Source: an optimization exercise on an open RTL-to-GDS flow (aim: small area and a short achievable clock period). Production flows keep margins and buffers that such runs may drop.
Only simulation tests tie the RTL to the original design; equivalence was not proved.
Power and IR drop assume default switching activity.

[run.sh]
#!/bin/bash
# synth_recipe.tcl (not shown) runs the flow's synth.tcl, then flattens the netlist and writes it again
# the make line also repeats each setting of config.mk as NAME=value (left out here)
make -C /OpenROAD-flow-scripts/flow DESIGN_CONFIG=/design/flow/config.mk WORK_HOME=/design/flow/orfs CLKGATE_MAP_FILE= SYNTH_SCRIPT=/design/flow/synth_recipe.tcl finish
[config.mk]
export PLATFORM = sky130hd
export DESIGN_NAME = uart_dbg_top
export DESIGN_NICKNAME = uart_dbg_top
export VERILOG_FILES = /design/flow/design.v
export SDC_FILE = /design/flow/constraint.sdc
export NUM_CORES = 4
export LEC_CHECK = 0
export ABC_CLOCK_PERIOD_IN_PS = 2000
export CAP_MARGIN = 20
export CORE_MARGIN = 2
export CORE_UTILIZATION = 40
export CTS_BUF_LIST = sky130_fd_sc_hd__clkbuf_16
export CTS_CLUSTER_DIAMETER = 60
export CTS_CLUSTER_SIZE = 28
export SETUP_SLACK_MARGIN = 2.8
export SLEW_MARGIN = 20
[constraint.sdc]
create_clock -name core_clock -period 5.0 [get_ports {clk}]
set_input_delay 1.0000 -clock core_clock [delete_from_list [all_inputs] [get_ports {clk}]]
set_output_delay 1.0000 -clock core_clock [all_outputs]
set_load 0.01 [all_outputs]
[design.v]
package uart_pkg;
  typedef logic [7:0] byte_t;
  typedef enum logic [1:0] {
    RX_IDLE,
    RX_START,
    RX_DATA,
    RX_STOP
  } rx_state_e;
  typedef enum logic [1:0] {
    TX_IDLE,
    TX_START,
    TX_DATA,
    TX_STOP
  } tx_state_e;
endpackage
package dbg_pkg;
  typedef enum logic [7:0] {
    CODE_EOT  = 8'h04,
    CODE_ACK  = 8'h06,
    CMD_READ  = 8'h11,
    CMD_WRITE = 8'h12
  } cmd_e;
  typedef logic [$clog2(256)-1:0] mem_addr_t;
  typedef logic [15:0] len_t;
  typedef enum logic [2:0] {
    ENG_IDLE,
    ENG_ADDR,
    ENG_LEN,
    ENG_ACK,
    ENG_DATA,
    ENG_EOT
  } eng_state_e;
endpackage
module uart_rx (
  input  logic            clk,
  input  logic            arst_n_i,
  input  logic            uart_rx_i,
  output uart_pkg::byte_t rx_data_o,
  output logic            rx_valid_o
);
  localparam int CPB   = 8;
  localparam int CNT_W = $clog2(CPB);
  logic [1:0]       sync_q;
  logic             rx_bit;
  uart_pkg::rx_state_e        state_q;
  logic [CNT_W-1:0] cnt_q;
  logic [2:0]       bit_idx_q;
  uart_pkg::byte_t            shift_q;
  logic             half_end;
  logic             bit_end;
  assign rx_bit    = sync_q[1];
  assign half_end  = (cnt_q == CNT_W'(CPB / 2 - 1));
  assign bit_end   = (cnt_q == CNT_W'(CPB - 1));
  assign rx_data_o = shift_q;
  always_ff @(posedge clk or negedge arst_n_i) begin
    if (!arst_n_i) begin
      sync_q <= 2'b11;
    end else begin
      sync_q <= {sync_q[0], uart_rx_i};
    end
  end
  always_ff @(posedge clk or negedge arst_n_i) begin
    if (!arst_n_i) begin
      state_q    <= uart_pkg::RX_IDLE;
      cnt_q      <= '0;
      bit_idx_q  <= '0;
      rx_valid_o <= 1'b0;
    end else begin
      rx_valid_o <= 1'b0;
      case (state_q)
        uart_pkg::RX_IDLE: begin
          cnt_q <= '0;
          if (!rx_bit) begin
            state_q <= uart_pkg::RX_START;
          end
        end
        uart_pkg::RX_START: begin
          cnt_q <= cnt_q + 1'b1;
          if (half_end) begin
            cnt_q   <= '0;
            state_q <= rx_bit ? uart_pkg::RX_IDLE : uart_pkg::RX_DATA;
          end
        end
        uart_pkg::RX_DATA: begin
          cnt_q <= cnt_q + 1'b1;
          if (bit_end) begin
            bit_idx_q <= bit_idx_q + 1'b1;
            if (bit_idx_q == 3'd7) begin
              state_q <= uart_pkg::RX_STOP;
            end
          end
        end
        uart_pkg::RX_STOP: begin
          cnt_q <= cnt_q + 1'b1;
          if (bit_end) begin
            rx_valid_o <= rx_bit;
            state_q    <= uart_pkg::RX_IDLE;
          end
        end
        default: begin
          state_q <= uart_pkg::RX_IDLE;
        end
      endcase
    end
  end
  always_ff @(posedge clk) begin
    if (state_q == uart_pkg::RX_DATA && bit_end) begin
      shift_q <= {rx_bit, shift_q[7:1]};
    end
  end
endmodule
module rx_fifo (
  input  logic            clk,
  input  logic            arst_n_i,
  input  logic            push_i,
  input  uart_pkg::byte_t data_i,
  input  logic            pop_i,
  output uart_pkg::byte_t head_o,
  output logic            head_ack_o,    
  output logic            head_cmd_o,    
  output logic            head_wr_o,     
  output logic            full_o,
  output logic            empty_o
);
  localparam int NSLOT = 16 - 2;
  uart_pkg::byte_t slot_q [NSLOT];
  uart_pkg::byte_t head_q;
  uart_pkg::byte_t nxt_q;
  logic            hack_q, hcmd_q, hwr_q;
  logic [3:0]      wptr_q, rptr_q;
  logic            empty_q, full_q, one_q, two_q;
  assign head_o     = head_q;
  assign head_ack_o = hack_q;
  assign head_cmd_o = hcmd_q;
  assign head_wr_o  = hwr_q;
  assign full_o     = full_q;
  assign empty_o    = empty_q;
  logic do_push, do_pop;
  assign do_push = push_i && !full_q;
  assign do_pop  = pop_i && !empty_q;
  logic [2:0] dec_in, dec_nxt;
  assign dec_in  = {data_i == dbg_pkg::CODE_ACK,
                    data_i == dbg_pkg::CMD_READ || data_i == dbg_pkg::CMD_WRITE,
                    data_i == dbg_pkg::CMD_WRITE};
  assign dec_nxt = {nxt_q == dbg_pkg::CODE_ACK,
                    nxt_q == dbg_pkg::CMD_READ || nxt_q == dbg_pkg::CMD_WRITE,
                    nxt_q == dbg_pkg::CMD_WRITE};
  always_ff @(posedge clk) begin
    if (do_pop || (empty_q && do_push)) begin
      if (empty_q || one_q) begin
        head_q                  <= data_i;
        {hack_q, hcmd_q, hwr_q} <= dec_in;
      end else begin
        head_q                  <= nxt_q;
        {hack_q, hcmd_q, hwr_q} <= dec_nxt;
      end
    end
  end
  always_ff @(posedge clk) begin
    if ((do_pop && !one_q) || (one_q && do_push)) begin
      nxt_q <= (one_q || two_q) ? data_i : slot_q[rptr_q];
    end
  end
  always_ff @(posedge clk) begin
    if (!full_q) begin
      slot_q[wptr_q] <= data_i;
    end
  end
  logic to_slot, from_slot;
  assign to_slot   = do_push && !empty_q && !one_q && !(two_q && do_pop);
  assign from_slot = do_pop && !one_q && !two_q;
  logic [3:0] wptr_inc, rptr_inc;
  assign wptr_inc = (wptr_q == 4'(NSLOT - 1)) ? '0 : wptr_q + 1'b1;
  assign rptr_inc = (rptr_q == 4'(NSLOT - 1)) ? '0 : rptr_q + 1'b1;
  always_ff @(posedge clk or negedge arst_n_i) begin
    if (!arst_n_i) begin
      wptr_q  <= '0;
      rptr_q  <= '0;
      empty_q <= 1'b1;
      full_q  <= 1'b0;
      one_q   <= 1'b0;
      two_q   <= 1'b0;
    end else begin
      if (to_slot) begin
        wptr_q <= wptr_inc;
      end
      if (from_slot) begin
        rptr_q <= rptr_inc;
      end
      if (do_push && !do_pop) begin
        empty_q <= 1'b0;
        one_q   <= empty_q;
        two_q   <= one_q;
        full_q  <= !empty_q && !one_q && (wptr_inc == rptr_q);
      end else if (do_pop && !do_push) begin
        empty_q <= one_q;
        one_q   <= two_q;
        two_q   <= !empty_q && !one_q && !two_q && (rptr_inc == wptr_q);
        full_q  <= 1'b0;
      end
    end
  end
endmodule
module byte_fifo #(
  parameter int DEPTH = 16
) (
  input  logic            clk,
  input  logic            arst_n_i,
  input  logic            push_i,
  input  uart_pkg::byte_t data_i,
  input  logic            pop_i,
  output uart_pkg::byte_t data_o,
  output logic            full_o,
  output logic            empty_o
);
  localparam int PTR_W = $clog2(DEPTH);
  uart_pkg::byte_t  mem_q [DEPTH];
  logic [PTR_W-1:0] wptr_q;
  logic [PTR_W-1:0] rptr_q;
  logic             empty_q, full_q;
  logic             do_push;
  logic             do_pop;
  assign full_o  = full_q;
  assign empty_o = empty_q;
  assign do_push = push_i && !full_q;
  assign do_pop  = pop_i && !empty_q;
  assign data_o  = mem_q[rptr_q];
  always_ff @(posedge clk or negedge arst_n_i) begin
    if (!arst_n_i) begin
      wptr_q  <= '0;
      rptr_q  <= '0;
      empty_q <= 1'b1;
      full_q  <= 1'b0;
    end else begin
      if (do_push) begin
        wptr_q <= wptr_q + 1'b1;
      end
      if (do_pop) begin
        rptr_q <= rptr_q + 1'b1;
      end
      if (do_push && !do_pop) begin
        empty_q <= 1'b0;
        full_q  <= (PTR_W'(wptr_q + 1'b1) == rptr_q);
      end else if (do_pop && !do_push) begin
        empty_q <= (PTR_W'(rptr_q + 1'b1) == wptr_q);
        full_q  <= 1'b0;
      end
    end
  end
  always_ff @(posedge clk) begin
    if (!full_q) begin
      mem_q[wptr_q] <= data_i;
    end
  end
endmodule
module uart_tx (
  input  logic            clk,
  input  logic            arst_n_i,
  input  uart_pkg::byte_t tx_data_i,
  input  logic            tx_pending_i,
  output logic            tx_pop_o,
  output logic            uart_tx_o
);
  localparam int CPB   = 8;
  localparam int CNT_W = $clog2(CPB);
  uart_pkg::tx_state_e        state_q;
  logic [CNT_W-1:0] cnt_q;
  logic [2:0]       bit_idx_q;
  uart_pkg::byte_t            shift_q;
  logic             bit_end;
  logic             shift_en;
  logic             tx_n_q;      
  assign uart_tx_o = !tx_n_q;
  assign bit_end  = (cnt_q == CNT_W'(CPB - 1));
  assign shift_en = bit_end && (state_q == uart_pkg::TX_START || state_q == uart_pkg::TX_DATA);
  assign tx_pop_o = tx_pending_i &&
                    (state_q == uart_pkg::TX_IDLE || (state_q == uart_pkg::TX_STOP && bit_end));
  always_ff @(posedge clk or negedge arst_n_i) begin
    if (!arst_n_i) begin
      state_q   <= uart_pkg::TX_IDLE;
      cnt_q     <= '0;
      bit_idx_q <= '0;
      tx_n_q    <= 1'b0;
    end else begin
      cnt_q <= bit_end ? '0 : cnt_q + 1'b1;
      case (state_q)
        uart_pkg::TX_IDLE: begin
          cnt_q <= '0;
          if (tx_pop_o) begin
            state_q   <= uart_pkg::TX_START;
            tx_n_q    <= 1'b1;
          end
        end
        uart_pkg::TX_START: begin
          if (bit_end) begin
            state_q   <= uart_pkg::TX_DATA;
            bit_idx_q <= '0;
            tx_n_q    <= !shift_q[0];
          end
        end
        uart_pkg::TX_DATA: begin
          if (bit_end) begin
            bit_idx_q <= bit_idx_q + 1'b1;
            if (bit_idx_q == 3'd7) begin
              state_q   <= uart_pkg::TX_STOP;
              tx_n_q    <= 1'b0;
            end else begin
              tx_n_q    <= !shift_q[0];
            end
          end
        end
        uart_pkg::TX_STOP: begin
          if (bit_end) begin
            state_q   <= tx_pop_o ? uart_pkg::TX_START : uart_pkg::TX_IDLE;
            tx_n_q    <= tx_pop_o;
          end
        end
        default: begin
          state_q <= uart_pkg::TX_IDLE;
        end
      endcase
    end
  end
  always_ff @(posedge clk) begin
    if (tx_pop_o) begin
      shift_q <= tx_data_i;
    end else if (shift_en) begin
      shift_q <= {1'b0, shift_q[7:1]};
    end
  end
endmodule
module dbg_engine (
  input  logic               clk,
  input  logic               arst_n_i,
  input  uart_pkg::byte_t    rx_data_i,
  input  logic               rx_ack_i,
  input  logic               rx_cmd_i,
  input  logic               rx_wr_i,
  input  logic               rx_empty_i,
  output logic               rx_pop_o,
  output uart_pkg::byte_t    tx_data_o,
  output logic               tx_push_o,
  input  logic               tx_full_i,
  output logic               mem_wr_o,
  output logic               mem_adv_o,
  output dbg_pkg::mem_addr_t mem_addr_o,
  output uart_pkg::byte_t    mem_wdata_o,
  input  uart_pkg::byte_t    mem_rdata_i
);
  logic st_idle_q, st_addr_q, st_len_q, st_ack_q, st_data_q, st_eot_q;
  logic       is_write_q;
  logic [2:0] cnt_q;
  dbg_pkg::mem_addr_t addr_q;
  dbg_pkg::len_t      len_q;
  logic       lz_q;        
  logic       rd_pend_q;
  logic data_wr, data_rd_push;
  assign mem_addr_o  = addr_q;
  assign mem_wdata_o = rx_data_i;
  assign data_wr      = st_data_q && !lz_q && is_write_q && !rx_empty_i;
  assign data_rd_push = st_data_q && !lz_q && !is_write_q && rd_pend_q && !tx_full_i;
  assign mem_wr_o  = data_wr;
  assign mem_adv_o = step;
  assign rx_pop_o = !rx_empty_i && ((st_idle_q && (!rx_ack_i || !tx_full_i)) ||
                                    st_addr_q || st_len_q || (st_data_q && !lz_q && is_write_q));
  assign tx_push_o = !tx_full_i && ((st_idle_q && !rx_empty_i && rx_ack_i) || st_ack_q ||
                                    st_eot_q || (st_data_q && !lz_q && !is_write_q && rd_pend_q));
  always_comb begin
    if (st_data_q) begin
      tx_data_o = mem_rdata_i;
    end else if (st_eot_q) begin
      tx_data_o = dbg_pkg::CODE_EOT;
    end else begin
      tx_data_o = dbg_pkg::CODE_ACK;
    end
  end
  logic step;    
  assign step = data_wr || data_rd_push;
  logic start;   
  assign start = st_idle_q && !rx_empty_i && rx_cmd_i;
  always_ff @(posedge clk or negedge arst_n_i) begin
    if (!arst_n_i) begin
      st_idle_q <= 1'b1;
      st_addr_q <= 1'b0;
      st_len_q  <= 1'b0;
      st_ack_q  <= 1'b0;
      st_data_q <= 1'b0;
      st_eot_q  <= 1'b0;
    end else begin
      if (start) begin
        st_idle_q <= 1'b0;
        st_addr_q <= 1'b1;
      end
      if (st_addr_q && !rx_empty_i && cnt_q == 3'd7) begin
        st_addr_q <= 1'b0;
        st_len_q  <= 1'b1;
      end
      if (st_len_q && !rx_empty_i && cnt_q == 3'd7) begin
        st_len_q <= 1'b0;
        st_ack_q <= 1'b1;
      end
      if (st_ack_q && !tx_full_i) begin
        st_ack_q  <= 1'b0;
        st_data_q <= 1'b1;
      end
      if (st_data_q && lz_q) begin
        st_data_q <= 1'b0;
        st_eot_q  <= 1'b1;
      end
      if (st_eot_q && !tx_full_i) begin
        st_eot_q  <= 1'b0;
        st_idle_q <= 1'b1;
      end
    end
  end
  always_ff @(posedge clk) begin
    if (start) begin
      is_write_q <= rx_wr_i;
      cnt_q      <= '0;
    end
    if ((st_addr_q || st_len_q) && !rx_empty_i) begin
      cnt_q <= cnt_q + 1'b1;
    end
    if (st_addr_q && !rx_empty_i && cnt_q == 3'd0) begin
      addr_q <= rx_data_i;
    end else if (step) begin
      addr_q <= addr_q + 1'b1;
    end
    if (st_len_q && !rx_empty_i && cnt_q == 3'd0) begin
      len_q[7:0] <= rx_data_i;
    end else if (st_len_q && !rx_empty_i && cnt_q == 3'd1) begin
      len_q[15:8] <= rx_data_i;
    end else if (step) begin
      len_q <= len_q - 1'b1;
    end
    lz_q <= step ? (len_q == 16'd1) : (len_q == 16'd0);
    if (st_ack_q) begin
      rd_pend_q <= 1'b0;
    end else if (st_data_q && !lz_q && !is_write_q) begin
      if (!rd_pend_q) begin
        rd_pend_q <= 1'b1;
      end else if (!tx_full_i) begin
        rd_pend_q <= 1'b0;
      end
    end
  end
endmodule
module dbg_mem (
  input  logic               clk,
  input  logic               wr_i,
  input  dbg_pkg::mem_addr_t waddr_i,
  input  uart_pkg::byte_t    wdata_i,
  input  dbg_pkg::mem_addr_t raddr_i,
  output uart_pkg::byte_t    rdata_o
);
  localparam int LB    = 3;                      
  localparam int RL    = 1 << LB;                
  localparam int NRING = 256 / RL;
  localparam int RB    = 8 - LB;                 
  logic [LB-1:0] ph_q;
  always_ff @(posedge clk) begin
    ph_q <= ph_q + 1'b1;
  end
  logic            dv   [RL];
  logic [7:0]      da   [RL];
  uart_pkg::byte_t dd   [RL];
  logic            dv_q [1:RL-1];
  logic [7:0]      da_q [1:RL-1];
  uart_pkg::byte_t dd_q [1:RL-1];
  always_comb begin
    dv[0] = wr_i;
    da[0] = waddr_i;
    dd[0] = wdata_i;
    for (int i = 1; i < RL; i++) begin
      dv[i] = dv_q[i];
      da[i] = da_q[i];
      dd[i] = dd_q[i];
    end
  end
  always_ff @(posedge clk) begin
    for (int i = 1; i < RL; i++) begin
      dv_q[i] <= dv[i-1];
      da_q[i] <= da[i-1];
      dd_q[i] <= dd[i-1];
    end
  end
  logic [LB-1:0]   nxt_pos;
  uart_pkg::byte_t ex_data_q;
  logic            ex_v;
  logic [RB-1:0]   ex_ring;
  uart_pkg::byte_t ex_data;
  always_ff @(posedge clk) begin
    nxt_pos <= ~ph_q - 2'd2;
  end
  always_comb begin
    ex_v    = 1'b0;
    ex_ring = da[0][7:LB];
    ex_data = dd[0];
    for (int i = 1; i < RL; i++) begin
      if (dv[i] && da[i][LB-1:0] == nxt_pos) begin
        ex_ring = da[i][7:LB];
        ex_data = dd[i];
      end
    end
    for (int i = 0; i < RL; i++) begin
      if (dv[i] && da[i][LB-1:0] == nxt_pos) begin
        ex_v = 1'b1;
      end
    end
  end
  logic [3:0] ex_g0_q, ex_g1_q;
  logic [1:0] ex_g2_q;
  always_ff @(posedge clk) begin
    for (int i = 0; i < 4; i++) begin
      ex_g0_q[i] <= ex_v && ex_ring[1:0] == 2'(i);
      ex_g1_q[i] <= ex_ring[3:2] == 2'(i);
    end
    for (int i = 0; i < 2; i++) begin
      ex_g2_q[i] <= ex_ring[4] == 1'(i);
    end
    ex_data_q <= ex_data;
  end
  uart_pkg::byte_t ring_q [NRING][RL];
  for (genvar r = 0; r < NRING; r++) begin : g_ring
    always_ff @(posedge clk) begin
      ring_q[r][0] <= (ex_g0_q[r%4] && ex_g1_q[(r/4)%4] && ex_g2_q[r/16]) ? ex_data_q
                                                                          : ring_q[r][RL-1];
      for (int s = 1; s < RL; s++) begin
        ring_q[r][s] <= ring_q[r][s-1];
      end
    end
  end
  logic [LB-1:0]      rx_lo;      
  logic [RB-1:0]      rx_ring;
  logic [3:0]         rg0_q, rg1_q;
  logic [1:0]         rg2_q;
  uart_pkg::byte_t    port;
  uart_pkg::byte_t    buf_q [RL];
  assign rx_lo   = ~ph_q;      
  assign rx_ring = raddr_i[7:LB] + RB'(rx_lo < raddr_i[LB-1:0]);
  always_ff @(posedge clk) begin
    for (int i = 0; i < 4; i++) begin
      rg0_q[i] <= rx_ring[1:0] == 2'(i);
      rg1_q[i] <= rx_ring[3:2] == 2'(i);
    end
    for (int i = 0; i < 2; i++) begin
      rg2_q[i] <= rx_ring[4] == 1'(i);
    end
  end
  always_comb begin
    port = '0;
    for (int r = 0; r < NRING; r++) begin
      port = port | (ring_q[r][0] & {8{rg0_q[r%4] && rg1_q[(r/4)%4] && rg2_q[r/16]}});
    end
  end
  always_ff @(posedge clk) begin
    buf_q[0] <= port;
    for (int k = 1; k < RL; k++) begin
      buf_q[k] <= buf_q[k-1];
    end
  end
  logic [LB-1:0] rk_q;
  always_ff @(posedge clk) begin
    rk_q <= raddr_i[LB-1:0] + ph_q;
  end
  assign rdata_o = buf_q[rk_q];
endmodule
module uart_dbg_top (
  input  logic clk,
  input  logic arst_n_i,
  input  logic uart_rx_i,
  output logic uart_tx_o,
  output logic rx_overrun_o
);
  uart_pkg::byte_t     rx_data;
  logic                rx_valid;
  uart_pkg::byte_t     rx_head;
  logic                rx_ack, rx_cmd, rx_wr;
  logic                rx_pop;
  logic                rx_full;
  logic                rx_empty;
  uart_pkg::byte_t     tx_data;
  logic                tx_push;
  logic                tx_full;
  logic                tx_empty;
  uart_pkg::byte_t     tx_head;
  logic                tx_pop;
  logic                mem_wr;
  logic                mem_adv;
  dbg_pkg::mem_addr_t  mem_addr;
  uart_pkg::byte_t     mem_wdata;
  uart_pkg::byte_t     mem_rdata;
  uart_rx u_uart_rx (
    .clk        (clk),
    .arst_n_i   (arst_n_i),
    .uart_rx_i  (uart_rx_i),
    .rx_data_o  (rx_data),
    .rx_valid_o (rx_valid)
  );
  rx_fifo u_rx_fifo (
    .clk        (clk),
    .arst_n_i   (arst_n_i),
    .push_i     (rx_valid),
    .data_i     (rx_data),
    .pop_i      (rx_pop),
    .head_o     (rx_head),
    .head_ack_o (rx_ack),
    .head_cmd_o (rx_cmd),
    .head_wr_o  (rx_wr),
    .full_o     (rx_full),
    .empty_o    (rx_empty)
  );
  always_ff @(posedge clk or negedge arst_n_i) begin
    if (!arst_n_i) begin
      rx_overrun_o <= 1'b0;
    end else if (rx_valid && rx_full) begin
      rx_overrun_o <= 1'b1;
    end
  end
  dbg_engine u_dbg_engine (
    .clk         (clk),
    .arst_n_i    (arst_n_i),
    .rx_data_i   (rx_head),
    .rx_ack_i    (rx_ack),
    .rx_cmd_i    (rx_cmd),
    .rx_wr_i     (rx_wr),
    .rx_empty_i  (rx_empty),
    .rx_pop_o    (rx_pop),
    .tx_data_o   (tx_data),
    .tx_push_o   (tx_push),
    .tx_full_i   (tx_full),
    .mem_wr_o    (mem_wr),
    .mem_adv_o   (mem_adv),
    .mem_addr_o  (mem_addr),
    .mem_wdata_o (mem_wdata),
    .mem_rdata_i (mem_rdata)
  );
  dbg_mem u_dbg_mem (
    .clk     (clk),
    .wr_i    (mem_wr),
    .waddr_i (mem_addr),
    .wdata_i (mem_wdata),
    .raddr_i (mem_addr),
    .rdata_o (mem_rdata)
  );
  byte_fifo #(
    .DEPTH (16)
  ) u_tx_fifo (
    .clk      (clk),
    .arst_n_i (arst_n_i),
    .push_i   (tx_push),
    .data_i   (tx_data),
    .pop_i    (tx_pop),
    .data_o   (tx_head),
    .full_o   (tx_full),
    .empty_o  (tx_empty)
  );
  uart_tx u_uart_tx (
    .clk          (clk),
    .arst_n_i     (arst_n_i),
    .tx_data_i    (tx_head),
    .tx_pending_i (!tx_empty),
    .tx_pop_o     (tx_pop),
    .uart_tx_o    (uart_tx_o)
  );
endmodule
==> flow_metrics.env <==
export IMPL_worstHoldStart="u_dbg_mem.ring_q[156][7]"
export IMPL_vias_per_cell=4.66
export IMPL_synth_area_leaders="dfxtp_1 (67%), edfxtp_1 (13%), mux2_2 (4.9%)"
export IMPL_max_cap_violations=0
export IMPL_synth_seq_area_share_pct=82.5
export IMPL_status="no timing/DRC/antenna violations"
export IMPL_drive_above_1_share_pct=18.9
export IMPL_grt_pass1_wl_um=193000
export IMPL_vias=30100
export IMPL_cp_data_arrival_time_ns=1.31
export IMPL_synth_edf_count=303
export IMPL_die_w_um=415
export IMPL_path_clk_slew_ns=0.10
export IMPL_antenna_found_initial=5
export IMPL_fp_dieH_um=415
export IMPL_crit_fanout=2
export IMPL_syn_to_final_growth_pct=12.1
export IMPL_synth_cells=4086
export IMPL_critPathKind="reg2out"
export IMPL_yosys_warnings=15
export IMPL_r2r_start="u_tx_fifo.rptr_q[0]"
export IMPL_worstSetupEndpointType="output pin"
export IMPL_gr_total_overflow=0
export IMPL_synth_area_per_cell_um2=16.5
export IMPL_nFillCells=14500
export IMPL_insertion_delay_ns=0.80
export IMPL_cts_hold_buffers=0
export IMPL_antenna_left=0
export IMPL_power_leakage_nw=28.6
export IMPL_grt_use_total_pct=14.9
export IMPL_yosysUniqueCellTypes=76
export IMPL_gp_congestion=0.874
export IMPL_p_per_area_nw_per_um2=453
export IMPL_period_minus_slack_ns=2.31
export IMPL_cts_buffers=133
export IMPL_required_ns=4.00
export IMPL_dp_hpwl_um=80400
export IMPL_max_freq_ghz=0.433
export IMPL_crit_start="u_uart_tx.tx_n_q"
export IMPL_dieArea_um2=172000
export IMPL_vdd_drop_max_mv=0.294
export IMPL_initial_core_util_pct=40.4
export IMPL_fin_area_um2=75800
export IMPL_cts_max_path_buffers=3
export IMPL_timing_final_crit_share_pct=46.2
export IMPL_drtIter0Drc=2292
export IMPL_post_synth_top_area_cell="dfxtp_1"
export IMPL_worst_pin_slew_ns=0.993
export IMPL_core_um2=167000
export IMPL_drc=0
export IMPL_tritoncts="yes"
export IMPL_async_reset_ff_share_pct=1.87
export IMPL_final_setup_tns_ns=0
export IMPL_io_buffers=4
export IMPL_drtPass1Iterations=5
export IMPL_syn_num_nets=4125
export IMPL_detailed_place_area_um2=70000
export IMPL_rsz0062_at_grt="true"
export IMPL_synth_top_area_share_pct=67.2
export IMPL_nets=4212
export IMPL_grt_pass1_vias=29700
export IMPL_setup_viol=0
export IMPL_cts_htree_levels=4
export IMPL_finalClockSkew_ns=0.0490
export IMPL_slew_violations=0
export IMPL_row_count=150
export IMPL_hold_path_class="reg2reg"
export IMPL_postRouteWirelength_um=131000
export IMPL_start_kind="flop"
export IMPL_cts_sinks=2621
export IMPL_slew_headroom_pct=33.8
export IMPL_yosys_most_used_dff="dfxtp_1"
export IMPL_ys_ff_latch=2621
export IMPL_wl_per_cell_um=20.3
export IMPL_cts_root_buffer="clkbuf_16"
export IMPL_synth_area_um2=67600
export IMPL_hold_viol=0
export IMPL_pin_count=5
export IMPL_grt_max_degree=50
-- area by class of cell --
class / count / area [um^2] / area share (%)
diodes: 1 / 2.50 / 0.00330
inverters: 37 / 143 / 0.188
well taps: 2204 / 2760 / 3.64
clock inverters: 80 / 1070 / 1.41
repair buffers: 86 / 907 / 1.20
flip-flops and latches: 2621 / 55800 / 73.7
multi-input cells: 1294 / 11700 / 15.4
clock buffers: 135 / 3380 / 4.46
-- placed cells by master, fill, tap and decap left out, drive strengths merged, types with 26 or more instances in the layout --
master	n
nand3	59
clkinv	36
buf	83
o22ai	30
dfxtp	2269
o21ai	68
xor2	26
inv	71
ha	35
mux2i	30
clkbuf	137
nand2	115
dfrtp	44
xnor2	44
mux4	78
a22oi	65
edfxtp	303
nor2	92
and3	28
a21oi	46
mux2	295
-- state kept, by name, summed over array words and instances (netlist names), 16 cells and up, named ones only --
| register | count |
|---|---|
| u_rx_fifo.slot_q | 112 |
| u_dbg_mem.buf_q | 64 |
| u_dbg_mem.dd_q | 56 |
| u_tx_fifo.mem_q | 128 |
| u_dbg_engine.len_q | 16 |
| u_dbg_mem.da_q | 56 |
| u_dbg_mem.ring_q | 2048 |
-- report_power, final --
part           switching (mW)  internal, mW
logic                   0.219         0.200
clock network            6.95          5.45
registers               0.102          21.4
-- per-layer routing --
layer / part of all wire, % / vias up / global-route usage [%]
met5: 0.021 / - / 0
met4: 3.1 / 4 / 4.93
met3: 4.7 / 234 / 2.58
met2: 45 / 626 / 23.4
met1: 47 / 15000 / 20.9
li1: - / 14300 / -
-- synth_stat cells (all sizes together) (8+ instances only) --
cell / instances
mux4: 78
nor3: 25
dfxtp: 2269
a221oi: 18
xor2: 26
clkbuf: 112
nand3: 59
nand2: 115
mux2: 295
buf: 23
ha: 35
a21oi: 46
a22oi: 65
edfxtp: 303
o21ai: 68
and2: 23
inv: 37
nor2b: 21
and3: 28
xnor2: 44
nor2: 92
dfrtp: 44
a32oi: 9
nand4: 19
a222oi: 14
a211oi: 19
o22ai: 30
nand2b: 10
nor4: 8
a22o: 23
mux2i: 30
-- logic make-up after synthesis --
group | synth area share [%]
compound gates | 3.68
buf+inv | 1.02
fa+ha+maj | 0.678
simple gates | 3.21
flops | 82.5
mux | 7.96
xor+xnor | 0.919
-- stage by stage --
step | setup WS [ns] | power [mW] | std cells | util, % | hold slack, ns
after global placement | 1.95 | 22.3 | 6183 | 41.8 | 0.309
after floorplan | 2.81 | 22.2 | 4086 | - | 0.310
after global routing | 2.61 | 35.4 | 6457 | 45.2 | 0.295
final | 2.69 | 34.3 | 6458 | 45.3 | 0.288
after detailed placement | 1.88 | 22.4 | 6183 | 41.8 | 0.312
after CTS | 2.61 | 34.6 | 6432 | 44.9 | 0.286
-- worst paths after layout --
check | end | slack, ns | depth (start not counted)
max | uart_tx_o | 2.69 | 2
min | u_dbg_mem.ring_q[157][7] | 0.29 | 0
max reg2reg | u_uart_tx.shift_q[2] | 2.73 | 5
min reg2reg | u_dbg_mem.ring_q[157][7] | 0.29 | 0
max in group asynchronous | u_rx_fifo.rptr_q[0] | 4.15 | 2
min in group asynchronous | u_uart_tx.tx_n_q | 0.34 | 2
-- timing repair --
item                                    4_1_cts  5_1_grt
hold endpoints to repair                      0        0
resized for setup                           140       71
endpoints found under the setup margin      355      257
pin swaps                                     8       13
cloned                                        2        2
setup buffers                                32       23
-- worst max-delay path, cell delays in order, from the launching register on --
cell     delay [ns]
dfrtp_1        0.38
inv_2          0.06
buf_6          0.10

==> afterwards: timing with drivers on the ports <==
The results above use ideal ports. As a check the final layout listed here was re-extracted and re-timed, cells and wires unchanged. Step 1: set_driving_cell puts a clkbuf_16 on clk and a buf_2 on each other input, an assumption about the parent block. Step 2 also shifts input and output timing later by t, the mid clock arrival at the registers, as if the neighbouring blocks saw the same clock. a / b / c = ideal ports / drivers / drivers and shift; a / b = the first two.
shift t [ns]: 0.853
setup slack, ns: 2.689 / 2.608 / 2.726
worst setup path after step 2: register to register
latest minus earliest clock arrival (ns): 0.056 / 0.057
worst data-port slew with drivers (ns): 0.03
After both steps this run still meets setup and hold. For this run, drivers alone change the setup slack by -0.081 ns; drivers and shift together by +0.037 ns.
